What follows belongs to an exercise in optimizing a design on an open flow for small area; a production flow would make more cautious choices. In this exercise RTL edits were held to simulation tests only and were not proved equivalent to the original. Power is estimated from default activity; no workload was simulated.

==> design/flow/design.v <==
`timescale 1ns/1ps
`default_nettype none
module cgra_tile (
    input  logic                                clk,
    input  logic                                reset,
    input  logic                                i_start_exec,
    input  logic [64-1:0]                   i_config,
    input  logic [4*33-1:0]        i_flit_in,
    input  logic [32-1:0]                  i_mem_rdata,
    output logic [4*33-1:0]        o_flit_out,
    output logic [75-1:0]                   o_mem
);
    logic step;
    assign step = i_start_exec;
    logic [2:0]  sel_rhs;
    logic [2:0]  sel_lhs;
    logic [2:0]  sel_pred;
    logic [4:0]  opc;
    logic        const_en;
    logic [26:0] cval;
    logic        pred_inv;
    logic        treg_we;
    assign sel_rhs  = i_config[12 +: 3];
    assign sel_lhs  = i_config[15 +: 3];
    assign sel_pred = i_config[18 +: 3];
    assign opc      = i_config[22 +: 5];
    assign const_en = i_config[27];
    assign cval     = i_config[28 +: 27];
    assign pred_inv = i_config[55];
    assign treg_we  = i_config[21];
    logic [32:0]  result_q;
    logic [32:0]  treg_q;
    logic [131:0] flit_q;
    logic [31:0] xa1_q;      
    logic [31:0] xb1_q;      
    logic [3:0]  op1_q;      
    logic        selv1_q;    
    logic        v1_q;       
    logic        we1_q;      
    logic        rdn1_q;     
    logic [31:0] x2_q;       
    logic [10:0] a2_q;       
    logic        v2_q;
    logic        we2_q;
    logic        rdn2_q;
    logic        z2_q;       
    logic        w2_q;       
    logic        b2_q;       
    logic        sh2_q;      
    logic        shl2_q;     
    logic [5:0][32:0] src;
    always_comb
    begin
        for (int s = 0; s < 4; s++)
        begin
            src[s] = i_flit_in[s*33 +: 33];
        end
        src[4] = result_q;
        src[5] = treg_q;
    end
    function automatic logic [32:0] pick(input logic [2:0] sel, input logic [32:0] s0,
                                         input logic [32:0] s1, input logic [32:0] s2,
                                         input logic [32:0] s3, input logic [32:0] s4,
                                         input logic [32:0] s5);
        pick = ({33{sel == 3'd0}} & s0) | ({33{sel == 3'd1}} & s1)
             | ({33{sel == 3'd2}} & s2) | ({33{sel == 3'd3}} & s3)
             | ({33{sel == 3'd4}} & s4) | ({33{sel == 3'd5}} & s5);
    endfunction
    logic [131:0] flit_d;
    always_comb
    begin
        for (int d = 0; d < 4; d++)
        begin
            flit_d[d*33 +: 33] = ({33{step}} & pick(i_config[3*d +: 3], src[0], src[1], src[2],
                                                     src[3], src[4], src[5]))
                               | ({33{!step}} & flit_q[d*33 +: 33]);
        end
    end
    always_ff @(posedge clk)
    begin
        flit_q <= flit_d;
        if (reset)
        begin
            for (int d = 0; d < 4; d++)
            begin
                flit_q[d*33 + 32] <= 1'b0;
            end
        end
    end
    assign o_flit_out = flit_q;
    logic [32:0] rhs;
    logic [32:0] lhs;
    logic [31:0] a;
    logic [31:0] b;
    assign rhs = pick(sel_rhs, src[0], src[1], src[2], src[3], src[4], src[5]);
    assign lhs = pick(sel_lhs, src[0], src[1], src[2], src[3], src[4], src[5]);
    assign a   = rhs[31:0];
    assign b   = const_en ? {{5{cval[26]}}, cval} : lhs[31:0];
    logic [5:0] src_ok;
    logic       pred_fail;
    always_comb
    begin
        logic [32:0] f;
        for (int s = 0; s < 6; s++)
        begin
            f         = src[s];
            src_ok[s] = f[32] && ((|f[31:1]) || (f[0] ^ pred_inv));
        end
    end
    assign pred_fail = (sel_pred != 3'd7)
                    && !((sel_pred == 3'd0 && src_ok[0]) || (sel_pred == 3'd1 && src_ok[1])
                      || (sel_pred == 3'd2 && src_ok[2]) || (sel_pred == 3'd3 && src_ok[3])
                      || (sel_pred == 3'd4 && src_ok[4]) || (sel_pred == 3'd5 && src_ok[5]));
    logic skip;
    always_comb
    begin
        if (opc == 5'd9)
        begin
            skip = (!rhs[32] && !lhs[32]) || pred_fail;
        end
        else
        begin
            skip = (sel_rhs != 3'd7 && !rhs[32])
                || (sel_lhs != 3'd7 && !lhs[32] && !const_en)
                || pred_fail;
        end
    end
    logic is_ld, is_st, sz_h;
    logic issue;
    assign is_ld = (opc == 5'd10) || (opc == 5'd11) || (opc == 5'd12);
    assign is_st = (opc == 5'd13) || (opc == 5'd14) || (opc == 5'd15);
    assign sz_h  = (opc == 5'd11) || (opc == 5'd14);
    assign issue = (is_ld || is_st) && !skip && !(sz_h && b[0]);
    always_ff @(posedge clk)
    begin
        if (step)
        begin
            xa1_q   <= a;
            xb1_q   <= b;
            selv1_q <= rhs[32];
        end
        if (reset)
        begin
            op1_q  <= 4'd0;
            v1_q   <= 1'b1;
            we1_q  <= 1'b0;
            rdn1_q <= 1'b1;
        end
        else if (step)
        begin
            op1_q  <= opc[4] ? 4'd0 : opc[3:0];
            v1_q   <= !skip;
            we1_q  <= treg_we;
            rdn1_q <= !issue;
        end
    end
    logic op_add, op_sub, op_and, op_or, op_xor, op_shl, op_shr, op_eq, op_sel;
    logic op_st, sz_w1, sz_b1;
    assign op_add = (op1_q == 4'(5'd1));
    assign op_sub = (op1_q == 4'(5'd2));
    assign op_and = (op1_q == 4'(5'd3));
    assign op_or  = (op1_q == 4'(5'd4));
    assign op_xor = (op1_q == 4'(5'd5));
    assign op_shl = (op1_q == 4'(5'd6));
    assign op_shr = (op1_q == 4'(5'd7));
    assign op_eq  = (op1_q == 4'(5'd8));
    assign op_sel = (op1_q == 4'(5'd9));
    assign op_st  = (op1_q == 4'(5'd13)) || (op1_q == 4'(5'd14))
                 || (op1_q == 4'(5'd15));
    assign sz_w1  = (op1_q == 4'(5'd10)) || (op1_q == 4'(5'd13));
    assign sz_b1  = (op1_q == 4'(5'd12)) || (op1_q == 4'(5'd15));
    logic [32:0] sum_ext;
    logic [31:0] sum;
    assign sum_ext = {xa1_q, 1'b1} + {xb1_q ^ {32{op_sub}}, op_sub};
    assign sum     = sum_ext[32:1];
    logic pass_a;
    logic pass_b;
    logic [31:0] xa1_rev;
    assign pass_a = op_st || op_shr || (op_sel && selv1_q);
    assign pass_b = op_sel && !selv1_q;
    always_comb
    begin
        for (int i = 0; i < 32; i++)
        begin
            xa1_rev[i] = xa1_q[31 - i];
        end
    end
    logic [31:0] alu_v;
    assign alu_v = ({32{op_add || op_sub}} & sum)
                 | ({32{op_and}} & (xa1_q & xb1_q))
                 | ({32{op_or}} & (xa1_q | xb1_q))
                 | ({32{op_xor}} & (xa1_q ^ xb1_q))
                 | ({32{pass_a}} & xa1_q)
                 | ({32{pass_b}} & xb1_q)
                 | ({32{op_shl}} & xa1_rev)
                 | {31'd0, op_eq && (xa1_q == xb1_q)};
    always_ff @(posedge clk)
    begin
        if (step)
        begin
            x2_q   <= alu_v;
            a2_q   <= xb1_q[10:0];
            w2_q   <= sz_w1;
            b2_q   <= sz_b1;
            shl2_q <= op_shl;
        end
        if (reset)
        begin
            v2_q   <= 1'b1;
            we2_q  <= 1'b0;
            rdn2_q <= 1'b1;
            z2_q   <= 1'b1;
            sh2_q  <= 1'b0;
        end
        else if (step)
        begin
            v2_q   <= v1_q;
            we2_q  <= we1_q;
            rdn2_q <= rdn1_q;
            z2_q   <= op_st;
            sh2_q  <= op_shl || op_shr;
        end
    end
    logic [1:0]  lane2;
    logic [3:0]  byte_en;
    logic [31:0] wdata;
    assign lane2 = a2_q[1:0];
    always_comb
    begin
        for (int j = 0; j < 4; j++)
        begin
            byte_en[j] = w2_q || (!b2_q && (lane2[1] == j[1])) || (b2_q && (lane2 == j[1:0]));
        end
    end
    assign wdata[7:0]   = x2_q[7:0];
    assign wdata[15:8]  = b2_q ? x2_q[7:0] : x2_q[15:8];
    assign wdata[23:16] = w2_q ? x2_q[23:16] : x2_q[7:0];
    assign wdata[31:24] = w2_q ? x2_q[31:24] : (b2_q ? x2_q[7:0] : x2_q[15:8]);
    assign o_mem[74] = rdn2_q;
    assign o_mem[73] = rdn2_q || !z2_q;
    assign o_mem[64 +: 9] = a2_q[10:2];
    assign o_mem[32 +: 32] = wdata;
    assign o_mem[0 +: 32] = {{8{!byte_en[3]}}, {8{!byte_en[2]}},
                                          {8{!byte_en[1]}}, {8{!byte_en[0]}}};
    logic [15:0] half;
    logic [31:0] ld_v;
    logic [31:0] wb_v;
    assign half        = (lane2[1] && !w2_q) ? i_mem_rdata[31:16] : i_mem_rdata[15:0];
    assign ld_v[7:0]   = (b2_q && lane2[0]) ? half[15:8] : half[7:0];
    assign ld_v[15:8]  = b2_q ? 8'd0 : half[15:8];
    assign ld_v[31:16] = w2_q ? i_mem_rdata[31:16] : 16'd0;
    logic [4:0]       amt2;
    logic [5:0][31:0] shr;
    logic [31:0]      shr_rev;
    assign amt2 = sh2_q ? a2_q[4:0] : 5'd0;
    always_comb
    begin
        shr[0] = x2_q;
        for (int l = 0; l < 5; l++)
        begin
            shr[l+1] = amt2[l] ? (shr[l] >> (1 << l)) : shr[l];
        end
        for (int i = 0; i < 32; i++)
        begin
            shr_rev[i] = shr[5][31 - i];
        end
    end
    assign wb_v = ({32{!z2_q && rdn2_q && !shl2_q}} & shr[5])
                | ({32{!z2_q && rdn2_q && shl2_q}} & shr_rev)
                | ({32{!z2_q && !rdn2_q}} & ld_v);
    always_ff @(posedge clk)
    begin
        result_q[31:0] <= ({32{step}} & wb_v) | ({32{!step}} & result_q[31:0]);
        treg_q[31:0]   <= ({32{step && we2_q}} & wb_v) | ({32{!(step && we2_q)}} & treg_q[31:0]);
        if (reset)
        begin
            result_q[32] <= 1'b0;
            treg_q[32]   <= 1'b0;
        end
        else if (step)
        begin
            result_q[32] <= v2_q;
            if (we2_q)
            begin
                treg_q[32] <= v2_q;
            end
        end
    end
endmodule
`default_nettype wire
==> design/flow/run.sh <==
#!/bin/bash
# synth_recipe.tcl (not shown) runs the flow's synth.tcl, then flattens the netlist and writes it again
# the make line also repeats each setting of config.mk as NAME=value (left out here)
make -C /OpenROAD-flow-scripts/flow DESIGN_CONFIG=/design/flow/config.mk WORK_HOME=/design/flow/orfs CLKGATE_MAP_FILE= SYNTH_SCRIPT=/design/flow/synth_recipe.tcl finish
==> design/flow/config.mk <==
export PLATFORM = sky130hd
export DESIGN_NAME = cgra_tile
export DESIGN_NICKNAME = cgra_tile
export VERILOG_FILES = /design/flow/design.v
export SDC_FILE = /design/flow/constraint.sdc
export NUM_CORES = 4
export LEC_CHECK = 0
export CAP_MARGIN = 20
export CORE_MARGIN = 2
export CORE_UTILIZATION = 40
export SLEW_MARGIN = 20
==> design/flow/constraint.sdc <==
create_clock -name core_clock -period 5.0 [get_ports {clk}]
set_input_delay 1.0000 -clock core_clock [delete_from_list [all_inputs] [get_ports {clk}]]
set_output_delay 1.0000 -clock core_clock [all_outputs]
set_load 0.01 [all_outputs]
==> impl_summary.txt, run 1 <==
----------------------------------------------------
[Timing]
  Final hold violations ... 0
  Setup_tns ... 0 ns
  Crit path time final ... 4.234 ns
  Tightest Pin Transition ... 1.193 ns
  Fin Clk Skew ... just over 0.03 ns
  Total setup violations reported at the end of the flow ... 0
  Fin worst setup slack ... 0.7660 ns
  Period utilization ... 0.8468
  Fmax ... 0.2362 GHz
  Worst slew margin relative to its limit ... 0.1964
  RSZ-0062 raised after global routing ... false
  Number of slew-limit violations in the final report ... 0

[GRT]
  Global-route usage over all layers ... 0.3846
  Maximum number of pins on one net before global-route repair ... roughly 120
  Number of global-route vias before repair ... around 25000
  Global route total overflow ... 0
  Global-route wire length before repair ... approximately 180000 um
  Antenna violations before repair ... 30

[Clock tree]
  Post-CTS setup buffer count ... 0
  Maximum root-to-sink buffer count ... 3
  Clock buffer count from CTS ... 40
  Clk Tree Root Cell ... clkbuf_16
  Worst-Skew Late Latency ... approximately 0.6 ns
  Clock tree from TritonCTS ... built
  Total of cells resized after clock tree synthesis ... 0
  H-tree depth ... 2
  Clock-pin transition on the worst setup and hold timing paths ... 0.05 ns
  Post-CTS Hold Buffers ... 0
  Clk sinks ... 321

[Logic synthesis]
  Post-synthesis instance area ... 25090 sq um
  Ys flop type ... edfxtp_1
  Number of flops mapped to enable cells by yosys ... 303
  Number of standard cells after synthesis ... ~2600
  Syn. warnings ... 1
  Net count of the mapped netlist ... 2955
  Synthesized flop and latch total ... 321
  Ys async rst share ... 0
  Sequential element share of the synthesized area ... 0.3770
  Synth area leaders ... edfxtp_1, a22oi_1, ha_1, mux2i_1, nand3_1
  Library cell occupying the most area in the post-synthesis netlist ... edfxtp_1
  Synth Area per Inst ... 9.572 sq um
  Library cells used by synthesis ... 80
  Area fraction of the dominant cell type after synthesis ... 0.3627

[Worst setup path]
  Worst endpoint data arrival time ... 3.23 ns
  Setup crit end kind ... output port
  Crit. path cell count ... 3
  Highest fanout seen on the critical path ... 12
  Worst path bufs/invs ... 1
  Kind of critical path ... flip-flop to output port
  CP max stage cell ... edfxtp_1
  Largest stage delay, worst path ... 0.76 ns
  Cell Chain, Critical Path ... nand2_1, a21oi_1, clkdlybuf4s50_1
  Reg2Reg Depth ... 12
  Worst path required time ... approximately 4 ns
  Startpoint types ... flip-flop
  Cell class contributing the biggest share of worst-path delay ... flip-flops

[Power]
  Total Power Consumption ... 8.811 mW
  Largest vdd supply drop ... 0.2518 mV
  LEAKAGE ... 11.19 nW
  PD cells ... between 200 and 300 nW/um^2

[Die]
  Chip Width ... 254.4 um
  Area of the placeable core ... ~62000 sq um
  Starting utilization of the core area ... 0.4058
  DIE AREA ... 64740 sq um
  Floorplan die height ... 254.4 um
  I/O pins ... 438
  Number of cell rows ... 91

[Layout]
  Finished layout cell area ... 31090 sq um
  Number of nets in the final layout ... 3210
  Post-layout instance count excluding filler cells ... 3759
  Synth-to-Final Area Change ... 23.92%
  Fraction of layout cells with a size suffix above 1 ... 0.07811

[Placement]
  Number of buffers inserted by port buffering ... 429
  Cell Count Post-Placement ... ~3700
  Routability cong. ... 0.9831
  Post-place setup slack ... 0.9295 ns
  Final HPWL from detailed placement ... 93370 um
  Area post-placement ... 29750 sq um

[Min path]
  Hold/Removal Path Class ... flip-flop to flip-flop
  Count of cells along the worst hold path ... 2

[Drt]
  Antenna violation net count after detailed routing ... 0
  Routed vias ... between 20000 and 30000
  Total detailed-routing wirelength ... 129000 um
  Via-to-Cell Ratio ... between 7 and 8
  First-pass detailed-route iteration total ... 8
  Residual DRC ... 0
  Wire per inst ... about 34 um
  Initial drt markers ... 4868

[Job]
  Max-cap violations ... 0

[Outcome]
  Run status ... timing/DRC/antenna clean

----------------------------------------------------
-- per-layer routing --
| metal | GRT usage | up-vias | share of wire |
|---|---|---|---|
| li1 | - | 10930 | - |
| met1 | 0.4994 | 12960 | 0.37 |
| met2 | 0.5735 | 2272 | 0.43 |
| met3 | 0.1217 | 546 | 0.13 |
| met4 | 0.1968 | 22 | 0.065 |
| met5 | 0.01128 | - | 0.0017 |
-- cell usage in the layout, fill, tap and decap left out, drive strengths merged, types with 17 or more instances in the layout --
cell           instances
a22oi                496
clkdlybuf4s50        424
edfxtp               303
nand2                219
nand3                181
o21ai                157
mux2i                107
ha                   103
inv                   78
a21oi                 71
nor2                  68
xnor2                 55
buf                   54
nor4                  52
clkbuf                44
a221o                 40
a221oi                35
mux4                  32
mux2                  31
o211ai                27
nor3                  24
a211oi                22
o221ai                21
clkinv                21
dfxtp                 18
and2                  18
a21o                  17
-- worst min-delay path, stage by stage, from the launching register on --
cell and delay (ns):
dfxtp_1 0.32, nand2_1 0.06, a21oi_1 0.05
-- synthesized netlist by cell type (12+ instances only) --
library cell	count
and3_1	16
a21oi_1	71
o211ai_1	27
ha_1	103
nor4_1	52
nand3_1	181
edfxtp_1	303
mux4_2	32
xnor2_1	55
a22oi_1	496
a221oi_1	34
inv_1	76
nor2_1	68
nand2b_1	15
nor3_1	23
mux2i_1	107
dfxtp_1	18
and2_1	17
buf_4	47
nor3b_1	15
nand2_1	217
a31oi_1	15
nor2b_1	12
a211oi_1	21
nand4_1	14
mux2_2	31
o221ai_1	21
o21ai_0	149
buf_1	16
a21o_1	16
clkbuf_1	193
a221o_1	40
-- final cells by class --
type                            count  area (sq um)
Clock buffer                       44          1037
Multi-Input combinational cell   1959         14290
Clock inverter                     28         261.5
Inverter                           76         285.3
Timing Repair Buffer              478          4671
Sequential cell                   321          9459
Fill cell                        5695         30740
Tap cell                          837          1047
Antenna cell                       16         40.04
-- through the flow --
| stage | hold slack, ns | util |
|---|---|---|
| after floorplan | 0.4318 | - |
| after global placement | 0.4481 | 0.4811 |
| after detailed placement | 0.4662 | 0.4812 |
| after CTS | 0.4755 | 0.5022 |
| after global routing | 0.4958 | 0.5026 |
| final | 0.4672 | 0.5029 |
-- where the power goes --
group          internal [mW]  leakage, nW  switching [mW]
clock                   1.71        0.635            1.26
combinational          0.978         7.34            1.41
sequential              3.20         3.21           0.253
-- cells by family (layout without fill, tap and decap cells) --
family / Yosys count / count (layout) / share of synthesized area
buf+inv: 341 / 626 / 0.05900
flops: 321 / 321 / 0.3770
mux: 170 / 170 / 0.08533
other cells: 0 / 16 / 0
compound gates: 963 / 963 / 0.2751
fa+ha+maj: 104 / 104 / 0.05177
simple gates: 659 / 659 / 0.1298
xor+xnor: 63 / 63 / 0.02199
-- final timing paths --
kind                            startpoint    endpoint  slack [ns]
worst min register to register        v2_q  treg_q[32]        0.47
worst max-delay path                  b2_q   o_mem[22]        0.77
worst min-delay path                  v2_q  treg_q[32]        0.47
worst max register to register    op1_q[1]    x2_q[29]        1.08
==> inputs of run 2 (changes only) <==
--- a/design/flow/design.v
+++ b/design/flow/design.v
@@ -169,10 +169,53 @@
                  || (op1_q == 4'(5'd15));
     assign sz_w1  = (op1_q == 4'(5'd10)) || (op1_q == 4'(5'd13));
     assign sz_b1  = (op1_q == 4'(5'd12)) || (op1_q == 4'(5'd15));
-    logic [32:0] sum_ext;
-    logic [31:0] sum;
-    assign sum_ext = {xa1_q, 1'b1} + {xb1_q ^ {32{op_sub}}, op_sub};
-    assign sum     = sum_ext[32:1];
+    logic [31:0] bb;
+    logic [31:0] p;
+    logic [31:0] g;
+    logic [32:0] c;
+    logic arith;
+    function automatic logic [31:0] bk_carry(input logic [31:0] gi, input logic [31:0] pi,
+                                             input logic cin);
+        logic [31:0] ug;
+        logic [31:0] up;
+        logic [31:0] nug;
+        logic [31:0] nup;
+        ug    = gi;
+        up    = pi;
+        ug[0] = gi[0] | (pi[0] & cin);
+        for (int l = 0; l < 5; l++)
+        begin
+            nug = ug;
+            nup = up;
+            for (int i = 0; i < 32; i++)
+            begin
+                if (((i + 1) % (2 << l)) == 0)
+                begin
+                    nug[i] = ug[i] | (up[i] & ug[i - (1 << l)]);
+                    nup[i] = up[i] & up[i - (1 << l)];
+                end
+            end
+            ug = nug;
+            up = nup;
+        end
+        for (int l = 3; l >= 0; l--)
+        begin
+            for (int i = 0; i < 32; i++)
+            begin
+                if (((i + 1) % (2 << l)) == (1 << l) && i >= (2 << l))
+                begin
+                    ug[i] = ug[i] | (up[i] & ug[i - (1 << l)]);
+                    up[i] = up[i] & up[i - (1 << l)];
+                end
+            end
+        end
+        bk_carry = ug;
+    endfunction
+    assign arith = op_add || op_sub;
+    assign bb    = xb1_q ^ {32{op_sub}};
+    assign p     = xa1_q ^ bb;
+    assign g     = xa1_q & bb;
+    assign c     = {bk_carry(g, p, op_sub), op_sub};
     logic pass_a;
     logic pass_b;
     logic [31:0] xa1_rev;
@@ -186,14 +229,13 @@
         end
     end
     logic [31:0] alu_v;
-    assign alu_v = ({32{op_add || op_sub}} & sum)
-                 | ({32{op_and}} & (xa1_q & xb1_q))
-                 | ({32{op_or}} & (xa1_q | xb1_q))
-                 | ({32{op_xor}} & (xa1_q ^ xb1_q))
+    assign alu_v = ({32{arith || op_xor}} & (p ^ (c[31:0] & {32{arith}})))
+                 | ({32{op_and}} & g)
+                 | ({32{op_or}} & (p | g))
                  | ({32{pass_a}} & xa1_q)
                  | ({32{pass_b}} & xb1_q)
                  | ({32{op_shl}} & xa1_rev)
-                 | {31'd0, op_eq && (xa1_q == xb1_q)};
+                 | {31'd0, op_eq && (p == 32'd0)};
     always_ff @(posedge clk)
     begin
         if (step)
==> impl_summary.txt, run 2 <==
----------------------------------------------------
[Timing]
  Worst slew margin relative to its limit ... 0.2178
  Tightest Pin Transition ... 1.173 ns
  Worst hold slack after final layout ... 0.4689 ns
  Number of slew-limit violations in the final report ... 0
  Crit path time final ... 4.186 ns
  RSZ-0062 raised after global routing ... false
  Fmax ... 0.2389 GHz
  Period utilization ... 0.8372
  Total setup violations reported at the end of the flow ... 0
  Fin Clk Skew ... 0.03570 ns
  Final hold violations ... 0
  Setup_tns ... 0 ns

[Layout]
  Most frequent cells in the layout ... a22oi_1, clkdlybuf4s50_1, edfxtp_1
  Total of fill cells in the finished design ... 5383
  Most frequent standard cell in the layout excluding fill and tap cells ... a22oi_1
  Area of the multi-input gates ... 13230 sq um
  Fraction of layout cells with a size suffix above 1 ... 0.1005
  Synth-to-Final Area Change ... 24.60%
  Number of nets in the final layout ... 2995
  Area taken by flip-flops and latches ... 9459 sq um

[Min path]
  Hold Path End ... treg_q[32]
  Count of cells along the worst hold path ... 2
  Launch point of the worst hold path ... v2_q
  Hold/Removal Path Class ... flip-flop to flip-flop

[Logic synthesis]
  Synth Area in Simple Gates ... 0.1216
  Area fraction of the dominant cell type after synthesis ... 0.3786
  Xor/xnor share of the synthesized area ... 0.02041
  Net count of the mapped netlist ... 2726
  Library cell occupying the most area in the post-synthesis netlist ... edfxtp_1
  Post-synthesis instance area ... 24030 sq um
  Syn. warnings ... 1
  Most frequent cell after synthesis ... a22oi_1
  Number of standard cells after synthesis ... 2431
  Sequential element share of the synthesized area ... 0.3936
  Synthesized flop and latch total ... 321
  Most used standard cells in the synthesized netlist ... a22oi_1, edfxtp_1, nand3_1
  Number of flops mapped to enable cells by yosys ... 303
  Multiplexer area fraction after synthesis ... 0.1052
  Synth area leaders ... edfxtp_1, a22oi_1, nand3_1, mux2_2, mux2i_1
  Post-synthesis share of cell area spent on full adders, half adders and majority gates ... 0.03374
  Ys flop type ... edfxtp_1
  Synth Area per Inst ... 9.886 sq um
  Post-synthesis compound-gate area fraction ... 0.2633
  Library cells used by synthesis ... 78
  Ys async rst share ... 0
  Main combinational cell family by area after synthesis ... compound AO/OA/AOI/OAI gates

[Drt]
  Routed vias ... 25120
  First-pass detailed-route iteration total ... 10
  Total detailed-routing wirelength ... around 120000 um
  Initial drt markers ... 4448
  Via-to-Cell Ratio ... 7.159
  Residual DRC ... 0
  Antenna violation net count after detailed routing ... 0
  Wire per inst ... 35.38 um

[Clock tree]
  Post-CTS Hold Buffers ... 0
  Total of cells resized after clock tree synthesis ... 0
  Clk Tree Root Cell ... clkbuf_16
  H-tree depth ... 2
  Post-CTS setup buffer count ... 0
  Worst-Skew Late Latency ... 0.58 ns
  Clock buffer count from CTS ... 37
  Maximum root-to-sink buffer count ... 3
  Clk sinks ... 321
  Clock tree from TritonCTS ... built
  Clock-pin transition on the worst setup and hold timing paths ... 0.07 ns

[GRT]
  Global route total overflow ... 0
  Antenna violations before repair ... 21
  Maximum number of pins on one net before global-route repair ... 136
  Global-route usage over all layers ... 0.3883
  Number of global-route vias before repair ... ~24000
  Global-route wire length before repair ... 177200 um

[Worst setup path]
  Reg2Reg Depth ... 12
  Launch point of the worst reg-to-reg path ... op1_q[3]
  Worst endpoint data arrival time ... 4.48 ns
  Worst path required time ... 5.30 ns
  Critical R2R Capture ... x2_q[30]
  Setup crit end kind ... flip-flop
  Kind of critical path ... flip-flop to flip-flop
  Worst reg2reg setup slack ... 0.81 ns
  Startpoint types ... flip-flop
  Highest fanout seen on the critical path ... 12

[Power]
  PD cells ... 280.9 nW/um^2
  LEAKAGE ... 10.81 nW
  Largest vdd supply drop ... 0.3529 mV
  Total Power Consumption ... between 8 and 9 mW

[Die]
  Number of cell rows ... 89
  Floorplan die height ... 249.1 um
  DIE AREA ... 62060 sq um
  Area of the placeable core ... 59240 sq um
  Chip Width ... 249.1 um
  I/O pins ... 438
  Starting utilization of the core area ... 0.4057

[Placement]
  Final HPWL from detailed placement ... 87570 um
  Routability cong. ... between 0.9 and 1
  Number of buffers inserted by port buffering ... 429

[Outcome]
  Run status ... timing/DRC/antenna clean

[Job]
  Max-cap violations ... 0

----------------------------------------------------
-- run 2: changes by cell type in the layout (fill, tap and decap cells not counted), sizes merged, moves of 22 or more --
cell / change
xor2: +30
ha: -39
xnor2: -37
nor2: +37
mux2i: -22
nand2: -93
o21ai: -78
a22oi: +29
a221o: -30
mux2: +50
-- run 2: through the flow --
stage / utilization / std cells / area, sq um / setup slack [ns]
2_1_floorplan: - / 2431 / 24030 / 1.391
3_3_place_gp: 0.4845 / 3433 / 28700 / 0.9906
3_5_place_dp: 0.4845 / 3433 / 28700 / 0.9596
4_1_cts: 0.5049 / 3498 / 29910 / 0.8411
5_1_grt: 0.5052 / 3503 / 29930 / 0.6210
6_report: 0.5054 / 3508 / 29940 / 0.8139
-- run 2: cell families (layout without fill, tap and decap cells) --
| logic type | after synthesis | in the layout |
|---|---|---|
| AOI/OAI and AO/OA | 863 | 863 |
| xor gates and xnor gates | 56 | 56 |
| adders and majority gates | 65 | 65 |
| buffers and inverters | 335 | 630 |
| DFF | 321 | 321 |
| muxes | 200 | 200 |
| other | 0 | 9 |
| and+or+nand+nor | 591 | 591 |
-- run 2: cell type report --
cell class                 instances  area share
inverter                          79    0.009903
sequential                       321      0.3159
timing repair buffer             486      0.1588
clock buffer                      46     0.03381
clock inverter                    19    0.006519
tap                              773     0.03230
antenna                            9   0.0007522
multi-input combinational       1775      0.4420
-- run 2: power by group --
| part | switching, mW | internal (mW) | total [mW] |
|---|---|---|---|
| logic | 1.26 | 0.879 | 2.14 |
| clock network | 1.19 | 1.64 | 2.83 |
| registers | 0.242 | 3.20 | 3.44 |
| total | 2.69 | 5.72 | 8.41 |
-- run 2: worst max-delay path: stages (launching register included) --
cell       delay [ns]
dfxtp_1          0.42
or2_1            0.40
nor2_4           0.39
buf_4            0.27
xor2_1           0.21
inv_1            0.06
ha_1             0.45
nand2_1          0.11
o41ai_1          0.65
and3_1           0.44
nor2_1           0.17
o2111ai_1        0.22
o211ai_1         0.12
-- run 2: how the worst max path moves through the flow --
stage          startpoint   endpoint  slack, ns  depth (start not counted)
2_1_floorplan    op1_q[2]   x2_q[25]       1.39                         16
3_3_place_gp     op1_q[3]   x2_q[27]       0.99                         12
3_5_place_dp     op1_q[3]   x2_q[26]       0.96                         12
4_1_cts              b2_q   o_mem[4]       0.84                          3
5_1_grt              b2_q  o_mem[21]       0.62                          3
6_report         op1_q[3]   x2_q[30]       0.81                         12
-- run 2: layer usage --
layer,vias to the layer above,wire (um),GRT usage
li1,10260,-,-
met1,12100,45500,0.4895
met2,2195,53590,0.5946
met3,539,16670,0.1266
met4,24,8217,0.2017
met5,-,138,0
==> inputs of run 3 (changes only) <==
--- a/design/flow/config.mk
+++ b/design/flow/config.mk
@@ -8,4 +8,7 @@
 export CAP_MARGIN = 20
 export CORE_MARGIN = 2
 export CORE_UTILIZATION = 40
+export CTS_BUF_LIST = sky130_fd_sc_hd__clkbuf_8
+export CTS_CLUSTER_DIAMETER = 100
+export CTS_CLUSTER_SIZE = 12
 export SLEW_MARGIN = 20
==> impl_summary.txt, run 3 <==
----------------------------------------------------
[Logic synthesis]
  Sequential element share of the synthesized area ... 0.3936
  Syn. warnings ... 1
  Library cell occupying the most area in the post-synthesis netlist ... edfxtp_1
  Synth Area per Inst ... 9.886 sq um
  Ys async rst share ... 0
  Ys flop type ... edfxtp_1
  Area fraction of the dominant cell type after synthesis ... 0.3786
  Synth area leaders ... edfxtp_1, a22oi_1, nand3_1, mux2_2, mux2i_1
  Most used standard cells in the synthesized netlist ... a22oi_1, edfxtp_1, nand3_1
  Net count of the mapped netlist ... 2726
  Post-synthesis instance area ... between 20000 and 25000 sq um
  Library cells used by synthesis ... 78
  Number of flops mapped to enable cells by yosys ... 303
  Number of standard cells after synthesis ... 2431
  Synthesized flop and latch total ... 321
  Most frequent cell after synthesis ... a22oi_1

[Worst setup path]
  Worst endpoint data arrival time ... 3.31 ns
  Setup crit end kind ... output port
  Capture point of the worst path ... o_mem[21]
  Worst path required time ... 4.00 ns
  Launch point of the worst reg-to-reg path ... op1_q[3]
  Startpoint types ... flip-flop
  Highest fanout seen on the critical path ... 18
  Worst reg2reg setup slack ... 0.92 ns
  Critical R2R Capture ... x2_q[26]
  Startpoint of the most critical setup path ... b2_q
  Reg2Reg Depth ... 12
  Kind of critical path ... flip-flop to output port

[Layout]
  Most frequent cells in the layout ... a22oi_1, clkdlybuf4s50_1, edfxtp_1
  Number of nets in the final layout ... about 3000
  Finished layout cell area ... 29200 sq um
  Synth-to-Final Area Change ... 21.51%
  Area taken by flip-flops and latches ... 9459 sq um
  Area of the multi-input gates ... around 13000 sq um
  Total of fill cells in the finished design ... about 5500
  Most frequent standard cell in the layout excluding fill and tap cells ... a22oi_1
  Fraction of layout cells with a size suffix above 1 ... 0.09357

[Placement]
  Number of buffers inserted by port buffering ... 429
  Routability cong. ... 0.9677
  Final HPWL from detailed placement ... between 80000 and 90000 um
  Area post-placement ... roughly 29000 sq um

[Power]
  PD cells ... 243.4 nW/um^2
  Clock group share of total power ... 0.215
  LEAKAGE ... 10.50 nW
  Switching power share of the total ... 0.3498
  Net Switching ... 2.486 mW
  Internal power component ... roughly 4.6 mW
  Largest vdd supply drop ... 0.2387 mV
  Part of the total power dissipated in sequential elements ... 0.484
  Combinational share of power ... 0.302

[Timing]
  Setup_tns ... 0 ns
  Fmax ... 0.2319 GHz
  Total setup violations reported at the end of the flow ... 0
  Number of slew-limit violations in the final report ... 0
  Final hold violations ... 0
  Tightest Pin Transition ... 1.172 ns
  Fin Clk Skew ... 0.03402 ns
  Period utilization ... 0.8623
  Crit path time final ... 4.312 ns
  RSZ-0062 raised after global routing ... false
  Worst slew margin relative to its limit ... 0.2101

[Drt]
  Highest metal used ... met5
  Routed vias ... around 25000
  First-pass detailed-route iteration total ... 9
  Met3 wire length ... 15840 um
  Total detailed-routing wirelength ... 123800 um
  Antenna violation net count after detailed routing ... 0
  Wire per inst ... between 30 and 40 um
  Residual DRC ... 0
  Via-to-Cell Ratio ... just over 7
  Wire length on met2 ... ~54000 um
  Initial drt markers ... 4797
  WL met1 ... approximately 46000 um

[Clock tree]
  Clk Tree Root Cell ... clkbuf_8
  Worst-Skew Late Latency ... 0.71 ns
  Clock tree from TritonCTS ... built
  Clk sinks ... 321
  Post-CTS Hold Buffers ... 0
  Clock-pin transition on the worst setup and hold timing paths ... 0.09 ns
  Clock buffer count from CTS ... 30
  Post-CTS setup buffer count ... 0
  Maximum root-to-sink buffer count ... 3
  Total of cells resized after clock tree synthesis ... 0
  H-tree depth ... 1

[GRT]
  Antenna violations before repair ... 22
  Global route total overflow ... 0
  Maximum number of pins on one net before global-route repair ... roughly 140
  Number of global-route vias before repair ... 24030
  Global-route wire length before repair ... 176800 um
  Global-route usage over all layers ... 0.3855

[Die]
  Starting utilization of the core area ... 0.4057
  I/O pins ... 438
  DIE AREA ... 62060 sq um
  Number of cell rows ... between 80 and 90
  Floorplan die height ... ~250 um
  Chip Width ... 249.1 um
  Area of the placeable core ... slightly below 60000 sq um

[Outcome]
  Run status ... timing/DRC/antenna clean

[Min path]
  Hold/Removal Path Class ... flip-flop to flip-flop

[Job]
  Max-cap violations ... 0

----------------------------------------------------
-- run 3: cell counts after synthesis --
No cell type changed its count.
-- run 3: critical path, stage by stage, from the launching register on --
cell	delay, ns
edfxtp_1	0.71
nand2_1	0.53
a21oi_1	0.71
clkdlybuf4s50_1	0.67
-- run 3: per-layer routing --
layer | track usage | vias to the layer above
met5 | 0 | -
li1 | - | 10220
met3 | 0.1123 | 498
met1 | 0.4925 | 12190
met2 | 0.5922 | 2146
met4 | 0.2014 | 24
-- run 3: layout make-up --
class,count,area share
Timing Repair Buffer,486,0.1629
Clock buffer,30,0.01414
Antenna cell,9,0.0007712
Multi-Input combinational cell,1775,0.4532
Tap cell,773,0.03312
Inverter,79,0.01015
Clock inverter,13,0.001842
Sequential cell,321,0.3239
-- run 3: power groups by stage --
| stage | clock [mW] | combinational (mW) | sequential [mW] |
|---|---|---|---|
| 2_1_floorplan | 0 | 0.977 | 3.40 |
| 3_3_place_gp | 0 | 2.05 | 3.48 |
| 3_5_place_dp | 0 | 2.06 | 3.48 |
| 4_1_cts | 1.53 | 2.07 | 3.42 |
| 5_1_grt | 1.62 | 2.24 | 3.45 |
| 6_report | 1.53 | 2.14 | 3.44 |
-- run 3: how the worst min path moves through the flow --
stage	depth (start not counted)	end	slack [ns]	start
global route	2	treg_q[32]	0.49	v2_q
floorplan	1	v2_q	0.44	v1_q
detailed placement	2	treg_q[32]	0.46	v2_q
CTS	2	treg_q[32]	0.47	v2_q
global placement	2	treg_q[32]	0.45	v2_q
finish	2	treg_q[32]	0.47	v2_q
-- run 3: metrics by stage --
step                setup slack, ns  power [mW]  hold WS (ns)  utilization  cells
detailed placement           0.9596       5.541        0.4556       0.4845   3433
finish                       0.6884       7.107        0.4738       0.4929   3486
floorplan                     1.391       4.380        0.4394            -   2431
global route                 0.4945       7.309        0.4940       0.4928   3484
CTS                          0.7303       7.029        0.4715       0.4924   3476
global placement             0.9906       5.529        0.4493       0.4845   3433
-- run 3: logic make-up (layout without fill, tap and decap cells) --
| group | after synthesis | count (layout) | synth area share |
|---|---|---|---|
| AOI/OAI and AO/OA | 863 | 863 | 0.2633 |
| and+or+nand+nor | 591 | 591 | 0.1216 |
| buffers and inverters | 335 | 608 | 0.06206 |
| DFF | 321 | 321 | 0.3936 |
| muxes | 200 | 200 | 0.1052 |
| adders and majority gates | 65 | 65 | 0.03374 |
| xor gates and xnor gates | 56 | 56 | 0.02041 |
| other | 0 | 9 | 0 |
==> inputs of run 4 (changes only) <==
==> design/flow/flow/run.sh (new file) <==
#!/bin/bash
# Standard ORFS layout (the standard.sh) with these changes:
#  - the last ABC mapping of synthesis uses an area-oriented script (flow/area.abc)
#    instead of abc_speed.script; everything before it, and so every register,
#    is the standard synthesis
#  - registers keep the instance names of the standard synthesis: the standard
#    synthesis is run first (in ref/), and flow/rename_regs.py gives each register
#    of the area-mapped netlist the name of the same register there
#  - the port buffers are sky130_fd_sc_hd__buf_1 instead of the default pick
#  - clock tree: clkbuf_8 only, clusters of up to 12 sinks, no dummy loads
# Each tool's output goes to a log file in this folder (ORFS's own logs stay
# under orfs/logs and ref/logs).
set -euo pipefail
HERE=$(pwd)
RES=orfs/results/sky130hd/cgra_tile/base
cat > "$HERE/area_synth.tcl" <<'TCL'
proc synth {args} { yosys synth -nofsm -noshare {*}$args }
proc abc {args} {
  set i [lsearch -exact $args -script]
  if {$i >= 0} { lset args [expr {$i + 1}] $::env(AREA_ABC_SCRIPT) }
  yosys abc {*}$args
}
TCL
# the rest of the standard flow's synthesis script, unchanged
tail -n +2 "$HERE/synth_recipe.tcl" >> "$HERE/area_synth.tcl"
export AREA_ABC_SCRIPT="$HERE/flow/area.abc"

# 1. the standard synthesis, for the register names
sed "s#WORK_HOME=[^ ]*#WORK_HOME=$HERE/ref#" "$HERE/standard.sh" > "$HERE/ref_standard.sh"
bash "$HERE/ref_standard.sh" synth > "$HERE/ref_synth.log" 2>&1

# 2. the area-mapped synthesis netlist
bash "$HERE/standard.sh" SYNTH_SCRIPT="$HERE/area_synth.tcl" "$HERE/$RES/1_2_yosys.v" \
    > "$HERE/area_synth.log" 2>&1

# 3. registers take the standard synthesis's names
python3 "$HERE/flow/rename_regs.py" "$HERE/ref/results/sky130hd/cgra_tile/base/1_2_yosys.v" \
    "$HERE/$RES/1_2_yosys.v" > "$HERE/rename_regs.log" 2>&1

# 4. the rest of the flow
bash "$HERE/standard.sh" SYNTH_SCRIPT="$HERE/area_synth.tcl" \
    "BUFFER_PORTS_ARGS=-buffer_cell sky130_fd_sc_hd__buf_1" \
    "CTS_ARGS=-sink_clustering_enable -repair_clock_nets -dont_use_dummy_load -buf_list {sky130_fd_sc_hd__clkbuf_8} -sink_clustering_size 12 -sink_clustering_max_diameter 100" \
    finish > "$HERE/standard_flow.log" 2>&1
==> design/flow/flow/area.abc (new file) <==
strash; &get -n; &st; &syn2; &dch; &nf -a; &put; strash; &get -n; &st; &dch; &nf -a; &put; topo; stime -c
==> design/flow/flow/rename_regs.py (new file) <==
#!/usr/bin/env python3
# Gives each register of the area-mapped netlist the instance name that the
# standard synthesis gave the same register (found by the net on its Q pin).
# Only names change: first every auto-numbered name (_123_) of the netlist is
# moved out of the way (_n123_), then each register takes its reference name.
# usage: rename_regs.py REFERENCE_NETLIST NETLIST (NETLIST is rewritten)
import re
import sys

INST = re.compile(r'\n(\s*)(sky130_fd_sc_hd__\w+)\s+(\S+)\s*\((.*?)\);', re.S)


def registers(txt):
    regs = {}
    for m in INST.finditer(txt):
        typ, name, body = m.group(2), m.group(3), m.group(4)
        if '.CLK(' not in body:
            continue
        q = re.search(r'\.Q\(\s*([^)]*?)\s*\)', body)
        regs[q.group(1)] = (name, typ)
    return regs


ref = registers(open(sys.argv[1]).read())
txt = open(sys.argv[2]).read()
mine = registers(txt)
if set(ref) != set(mine):
    sys.exit('register sets differ: %d vs %d' % (len(ref), len(mine)))
for q, (name, typ) in mine.items():
    if ref[q][1] != typ:
        sys.exit('register on %s: %s here, %s in the reference' % (q, typ, ref[q][1]))

txt = re.sub(r'(?<![\w\\$\[.])_(\d+)_(?![\w\[])', r'_n\1_', txt)
old_to_new = {}
for q, (name, typ) in mine.items():
    old = re.sub(r'^_(\d+)_$', r'_n\1_', name)
    old_to_new[old] = ref[q][0]


def fix(m):
    name = m.group(3)
    if name in old_to_new:
        return '\n%s%s %s (%s);' % (m.group(1), m.group(2), old_to_new[name], m.group(4))
    return m.group(0)


txt = INST.sub(fix, txt)
after = registers(txt)
bad = [q for q in ref if after[q][0] != ref[q][0]]
if bad:
    sys.exit('renaming failed for %d registers' % len(bad))
open(sys.argv[2], 'w').write(txt)
print('renamed %d registers' % len(old_to_new))
==> design/flow/standard.sh (new file) <==
#!/bin/bash
# synth_recipe.tcl (not shown) runs the flow's synth.tcl, then flattens the netlist and writes it again
# the make line also repeats each setting of config.mk as NAME=value (left out here)
make -C /OpenROAD-flow-scripts/flow DESIGN_CONFIG=/design/flow/config.mk WORK_HOME=/design/flow/orfs CLKGATE_MAP_FILE= SYNTH_SCRIPT=/design/flow/synth_recipe.tcl "${@:-finish}"
==> design/flow/config.mk (replaced) <==
export PLATFORM = sky130hd
export DESIGN_NAME = cgra_tile
export DESIGN_NICKNAME = cgra_tile
export VERILOG_FILES = /design/flow/design.v
export SDC_FILE = /design/flow/constraint.sdc
export NUM_CORES = 4
export LEC_CHECK = 0
export CAP_MARGIN = 10
export CELL_PAD_IN_SITES_DETAIL_PLACEMENT = 1
export CELL_PAD_IN_SITES_GLOBAL_PLACEMENT = 1
export CORE_MARGIN = 2
export CORE_UTILIZATION = 30
export PLACE_DENSITY = 0.5
export SLEW_MARGIN = 10
removed: design/flow/run.sh
==> impl_summary.txt, run 4 <==
----------------------------------------------------
[Logic synthesis]
  Net count of the mapped netlist ... 2349
  Ys async rst share ... 0
  Area fraction of the dominant cell type after synthesis ... 0.4254
  Sequential element share of the synthesized area ... 0.4422
  Ys flop type ... edfxtp_1
  Most used standard cells in the synthesized netlist ... a222oi_1, edfxtp_1, nand2_1
  Number of standard cells after synthesis ... 2054
  Synthesized flop and latch total ... between 300 and 400
  Post-synthesis instance area ... 21390 sq um
  Library cell occupying the most area in the post-synthesis netlist ... edfxtp_1
  Most frequent cell after synthesis ... a222oi_1
  Syn. warnings ... 1
  Library cells used by synthesis ... 55
  Number of flops mapped to enable cells by yosys ... 303
  Synth area leaders ... edfxtp_1, a222oi_1, nand2_1, ha_1, a22oi_1
  Synth Area per Inst ... ~10 sq um

[Timing]
  RSZ-0062 raised after global routing ... false
  Worst slew margin relative to its limit ... 0.2044
  Period utilization ... 0.9567
  Crit path time final ... between 4 and 5 ns
  Tightest Pin Transition ... approximately 1.2 ns
  Fmax ... 0.2091 GHz
  Worst hold slack after final layout ... 0.4684 ns
  Total setup violations reported at the end of the flow ... 0
  Setup_tns ... 0 ns
  Number of slew-limit violations in the final report ... 0
  Fin Clk Skew ... between 0.07 and 0.08 ns
  Fin worst setup slack ... about 0.22 ns
  Final hold violations ... 0

[Power]
  Largest vdd supply drop ... 0.1574 mV
  PD cells ... 275.7 nW/um^2
  LEAKAGE ... 8.620 nW
  Total Power Consumption ... ~6.9 mW

[Drt]
  Antenna violation net count after detailed routing ... 0
  Initial drt markers ... around 5700
  Total detailed-routing wirelength ... 130300 um
  Via-to-Cell Ratio ... 6.904
  Residual DRC ... 0
  Wire per inst ... 37.28 um
  First-pass detailed-route iteration total ... 11
  Routed vias ... 24140

[Placement]
  Number of buffers inserted by port buffering ... about 430
  Routability cong. ... 0.9131
  Post-place setup slack ... around 0.34 ns
  Area post-placement ... 24660 sq um
  Cell Count Post-Placement ... 3456
  Final HPWL from detailed placement ... 91820 um

[Worst setup path]
  Startpoint types ... flip-flop
  Setup crit end kind ... flip-flop
  Highest fanout seen on the critical path ... 16
  Kind of critical path ... flip-flop to flip-flop
  Worst endpoint data arrival time ... 5.13 ns
  Worst path required time ... between 5 and 6 ns

[Layout]
  Most frequent standard cell in the layout excluding fill and tap cells ... buf_1
  Synth-to-Final Area Change ... 17.55%
  Total of fill cells in the finished design ... 8108
  Number of nets in the final layout ... 2847
  Fraction of layout cells with a size suffix above 1 ... 0.05961
  Post-layout instance count excluding filler cells ... between 3000 and 4000
  Core occupancy in the finished layout ... 0.3578
  Finished layout cell area ... 25140 sq um
  Most frequent cells in the layout ... buf_1, a222oi_1, edfxtp_1

[Clock tree]
  Clock-pin transition on the worst setup and hold timing paths ... 0.09 ns
  Clock buffer count from CTS ... 34
  Total of cells resized after clock tree synthesis ... 0
  Post-CTS setup buffer count ... 0
  Clock tree from TritonCTS ... built
  Clk Tree Root Cell ... clkbuf_8
  H-tree depth ... 2
  Clk sinks ... approximately 320
  Maximum root-to-sink buffer count ... 3
  Post-CTS Hold Buffers ... 0
  Worst-Skew Late Latency ... 0.65 ns

[GRT]
  Global route total overflow ... 0
  Maximum number of pins on one net before global-route repair ... 126
  Number of global-route vias before repair ... 23670
  Global-route usage over all layers ... 0.3403
  Global-route wire length before repair ... 183100 um
  Antenna violations before repair ... 22

[Die]
  Number of cell rows ... slightly below 100
  Chip Width ... 271.0 um
  I/O pins ... between 400 and 500
  Area of the placeable core ... ~70000 sq um
  DIE AREA ... 73450 sq um
  Floorplan die height ... 271.0 um
  Starting utilization of the core area ... 0.3044

[Job]
  Max-cap violations ... 0

[Outcome]
  Run status ... timing/DRC/antenna clean

[Min path]
  Hold/Removal Path Class ... flip-flop to flip-flop

----------------------------------------------------
==> run 4: cell types whose count changed in the layout (fill, tap and decap cells not counted), sizes merged, moves of 169 or more <==
cell	previous run	this run
buf	61	506
a22oi	525	92
clkdlybuf4s50	425	0
a222oi	0	361
nand2	126	302
nand3	186	17
==> run 4: area by class of cell <==
type	instances	area, sq um	share of cell area
antenna	6	15.01	0.0005971
tap	940	1176	0.04678
multi-input combinational	1586	11390	0.4529
timing repair buffer	508	2258	0.08982
clock buffer	34	467.9	0.01861
sequential	321	9459	0.3762
inverter	101	379.1	0.01508
==> run 4: worst paths after layout <==
check,from,to,slack (ns),cells after the start
setup / recovery,op1_q[0],x2_q[31],0.22,17
hold / removal,v1_q,v2_q,0.47,2
setup reg to reg,op1_q[0],x2_q[31],0.22,17
hold reg to reg,v1_q,v2_q,0.47,2
==> run 4: per-layer routing <==
metal  GRT usage  vias up  wire [um]
met5           0        -        183
met4      0.1130       24       4948
met3     0.07819      310      13910
met2      0.5461     1721      59560
met1      0.4503    12210      51740
li1            -     9875          -
==> run 4: report_power, final <==
part	leakage (nW)	switching, mW	internal, mW
logic	5.17	1.30	0.560
registers	3.20	0.253	3.20
clock network	0.244	1.01	0.610
==> run 4: cell families after synthesis <==
family / after synthesis / synth area share
compound gates: 831 / 0.3104
simple gates: 571 / 0.1216
flops: 321 / 0.4422
buf+inv: 147 / 0.03387
xor+xnor: 64 / 0.02621
fa+ha+maj: 64 / 0.03744
mux: 56 / 0.02831
==> run 4: critical path, stage by stage, from the launching register on <==
cell and delay (ns):
dfxtp_1 0.44, nor4b_4 0.37, buf_12 0.22, xor2_1 0.23, clkinv_1 0.10, ha_1 0.36, a21o_1 0.18, a31oi_1 0.17
o31ai_2 0.44, a41o_1 0.34, a21boi_0 0.17, nor4_1 0.53, o211a_1 0.26, o21a_1 0.15, a21oi_1 0.08, a2bb2oi_1 0.21
xor2_1 0.17, o21ai_0 0.08
==> inputs of run 5 (changes only) <==
==> design/flow/config.mk (replaced) <==
export PLATFORM = sky130hd
export DESIGN_NAME = cgra_tile
export DESIGN_NICKNAME = cgra_tile
export VERILOG_FILES = /design/flow/design.v
export SDC_FILE = /design/flow/constraint.sdc
export NUM_CORES = 4
export LEC_CHECK = 0
export CAP_MARGIN = 20
export CELL_PAD_IN_SITES_DETAIL_PLACEMENT = 1
export CELL_PAD_IN_SITES_GLOBAL_PLACEMENT = 1
export CORE_MARGIN = 2
export CORE_UTILIZATION = 35
export PLACE_DENSITY = 0.55
export SLEW_MARGIN = 20
==> impl_summary.txt, run 5 <==
----------------------------------------------------
[Power]
  Total Power Consumption ... slightly below 7 mW
  Largest vdd supply drop ... 0.2101 mV
  LEAKAGE ... between 8 and 9 nW
  PD cells ... 274.8 nW/um^2

[Layout]
  Most frequent cells in the layout ... buf_1, a222oi_1, edfxtp_1
  Total of fill cells in the finished design ... 6987
  Number of nets in the final layout ... about 2800
  Core occupancy in the finished layout ... 0.4124
  Most frequent standard cell in the layout excluding fill and tap cells ... buf_1
  Synth-to-Final Area Change ... 16.36%
  Fraction of layout cells with a size suffix above 1 ... 0.05815

[Die]
  I/O pins ... 438
  Starting utilization of the core area ... 0.3544
  DIE AREA ... 63110 sq um
  Chip Width ... approximately 250 um
  Area of the placeable core ... 60360 sq um
  Floorplan die height ... around 250 um
  Number of cell rows ... 90

[GRT]
  Global route total overflow ... 0
  Antenna violations before repair ... 20
  Global-route usage over all layers ... 0.3797
  Global-route wire length before repair ... 176200 um
  Maximum number of pins on one net before global-route repair ... roughly 160
  Number of global-route vias before repair ... 23790

[Placement]
  Number of buffers inserted by port buffering ... 429
  Final HPWL from detailed placement ... around 86000 um
  Routability cong. ... 0.9284
  Post-place setup slack ... around 0.25 ns

[Worst setup path]
  Reg2Reg Depth ... 18
  Launch point of the worst reg-to-reg path ... op1_q[0]
  Startpoint types ... flip-flop
  Worst reg2reg setup slack ... 0.35 ns
  Worst path required time ... roughly 5.4 ns
  Critical R2R Capture ... x2_q[31]
  Worst endpoint data arrival time ... 5.06 ns
  Kind of critical path ... flip-flop to flip-flop
  Setup crit end kind ... flip-flop
  Highest fanout seen on the critical path ... 14

[Drt]
  First-pass detailed-route iteration total ... 14
  Antenna violation net count after detailed routing ... 0
  Total detailed-routing wirelength ... around 130000 um
  Via-to-Cell Ratio ... 7.281
  WL met1 ... 47330 um
  Initial drt markers ... roughly 5700
  Wire per inst ... 37.54 um
  Wire length on met2 ... 56240 um
  Residual DRC ... 0
  Highest metal used ... met5
  Met3 wire length ... 15510 um
  Routed vias ... 24320

[Logic synthesis]
  Number of standard cells after synthesis ... 2054
  Number of flops mapped to enable cells by yosys ... 303
  Library cell occupying the most area in the post-synthesis netlist ... edfxtp_1
  Ys async rst share ... 0
  Ys flop type ... edfxtp_1
  Most frequent cell after synthesis ... a222oi_1
  Area fraction of the dominant cell type after synthesis ... 0.4254
  Net count of the mapped netlist ... 2349
  Syn. warnings ... 1
  Sequential element share of the synthesized area ... 0.4422
  Synth area leaders ... edfxtp_1, a222oi_1, nand2_1, ha_1, a22oi_1
  Synthesized flop and latch total ... 321
  Library cells used by synthesis ... 55
  Post-synthesis instance area ... 21390 sq um
  Synth Area per Inst ... 10.41 sq um
  Most used standard cells in the synthesized netlist ... a222oi_1, edfxtp_1, nand2_1

[Timing]
  Period utilization ... 0.9300
  Number of slew-limit violations in the final report ... 0
  Crit path time final ... 4.650 ns
  Tightest Pin Transition ... between 1 and 1.5 ns
  Fin worst setup slack ... 0.3498 ns
  Fin Clk Skew ... about 0.13 ns
  Total setup violations reported at the end of the flow ... 0
  Worst hold slack after final layout ... ~0.46 ns
  Final hold violations ... 0
  RSZ-0062 raised after global routing ... false
  Worst slew margin relative to its limit ... 0.1789
  Fmax ... roughly 0.22 GHz

[Job]
  Max-cap violations ... 0

[Clock tree]
  Clock buffer count from CTS ... 31
  Maximum root-to-sink buffer count ... 3
  Clock-pin transition on the worst setup and hold timing paths ... roughly 0.1 ns
  Clk sinks ... 321
  H-tree depth ... 1
  Worst-Skew Late Latency ... roughly 0.74 ns
  Clk Tree Root Cell ... clkbuf_8
  Post-CTS Hold Buffers ... 0
  Clock tree from TritonCTS ... built

[Min path]
  Hold Path End ... v2_q
  Count of cells along the worst hold path ... 2
  Launch point of the worst hold path ... v1_q
  Hold/Removal Path Class ... flip-flop to flip-flop

[Outcome]
  Run status ... timing/DRC/antenna clean

----------------------------------------------------
[run 5: worst max-delay path by stage]
stage,to,startpoint,slack (ns)
floorplan,x2_q[31],op1_q[3],-0.03
global placement,x2_q[31],op1_q[0],0.39
detailed placement,x2_q[31],op1_q[0],0.25
CTS,x2_q[31],op1_q[0],0.25
global route,x2_q[31],op1_q[3],0.07
finish,x2_q[31],op1_q[0],0.35
[run 5: area by class of cell]
type | instances | area [sq um] | share of cell area
inverter | 101 | 379.1 | 0.01523
timing repair buffer | 506 | 2218 | 0.08913
clock buffer | 31 | 426.7 | 0.01714
sequential | 321 | 9459 | 0.3801
multi-input combinational | 1586 | 11390 | 0.4578
antenna | 13 | 32.53 | 0.001307
tap | 782 | 978.4 | 0.03931
[run 5: cell families after synthesis]
family,Yosys count,share of synthesized area
adders and majority gates,64,0.03744
AOI/OAI and AO/OA,831,0.3104
buffers and inverters,147,0.03387
muxes,56,0.02831
and+or+nand+nor,571,0.1216
DFF,321,0.4422
xor gates and xnor gates,64,0.02621
[run 5: power breakdown]
group          switching (mW)  total, mW  internal [mW]
clock                   0.994       1.54          0.547
combinational            1.29       1.85          0.560
sequential              0.245       3.44           3.20
total                    2.53       6.84           4.31
[run 5: critical path, cell delays in order (launching register included)]
cell and delay, ns:
dfxtp_1 0.43, nor4b_4 0.38, buf_12 0.21, xor2_1 0.23, clkinv_1 0.10, ha_1 0.36, a21o_1 0.20, a31oi_1 0.20
buf_4 0.18, o31ai_2 0.09, a41o_1 0.31, a21boi_0 0.41, nor4_2 0.13, o211a_1 0.27, o21a_1 0.19, a21oi_1 0.22
a2bb2oi_1 0.22, xor2_1 0.15, o21ai_0 0.09
[run 5: routing by layer]
metal  global-route usage  vias to the layer above
met5                    0                        -
met4               0.1624                       12
met3               0.1014                      361
met2               0.5989                     1843
met1               0.4904                    12220
li1                     -                     9879
[run 5: stage by stage]
step	setup TNS, ns	instances	area (sq um)
6_report	0	3340	24890
5_1_grt	0	3330	24860
2_1_floorplan	-0.06583	2054	21410
3_5_place_dp	0	3296	24420
3_3_place_gp	0	3296	24420
4_1_cts	0	3327	24850
[run 5: what timing repair did]
item	CTS	global route
gates resized for setup	0	1
setup buffers	0	0
setup endpoints to repair	0	1

separate check: timing with driven ports:
How much do the figures lean on ideal ports? The routed layouts below were timed once more, with nothing changed but the port constraints. Step 1 sets driving cells, clkbuf_16 on the clock port and buf_2 on the other inputs (assumed; they add their load-dependent delay and slew). Step 2, shift: input delay + t, output delay - t, t = (earliest + latest rising clock arrival at the registers) / 2. This alone moves slack from input paths to output paths. Three values: ideal ports, drivers, drivers and shift; two values: the first two.
run | t, ns | setup WS [ns] | worst hold slack (ns) | cell pins on the clock port's net
run 1 | 0.647 | 0.766 / 0.703 / 0.650 | 0.467 / 0.467 / 0.467 | 1
run 2 | 0.639 | 0.814 / 0.755 / 0.814 | 0.469 / 0.469 / 0.469 | 1
run 3 | 0.756 | 0.688 / 0.625 / 0.918 | 0.474 / 0.474 / 0.474 | 1
run 4 | 0.681 | 0.217 / 0.217 / 0.217 | 0.468 / 0.468 / 0.468 | 1
run 5 | 0.743 | 0.350 / 0.350 / 0.350 | 0.464 / 0.464 / 0.464 | 1
After both steps every run listed still meets setup and hold. For run 1, which loses most, drivers alone change the setup slack by -0.063 ns; drivers and shift together by -0.116 ns.
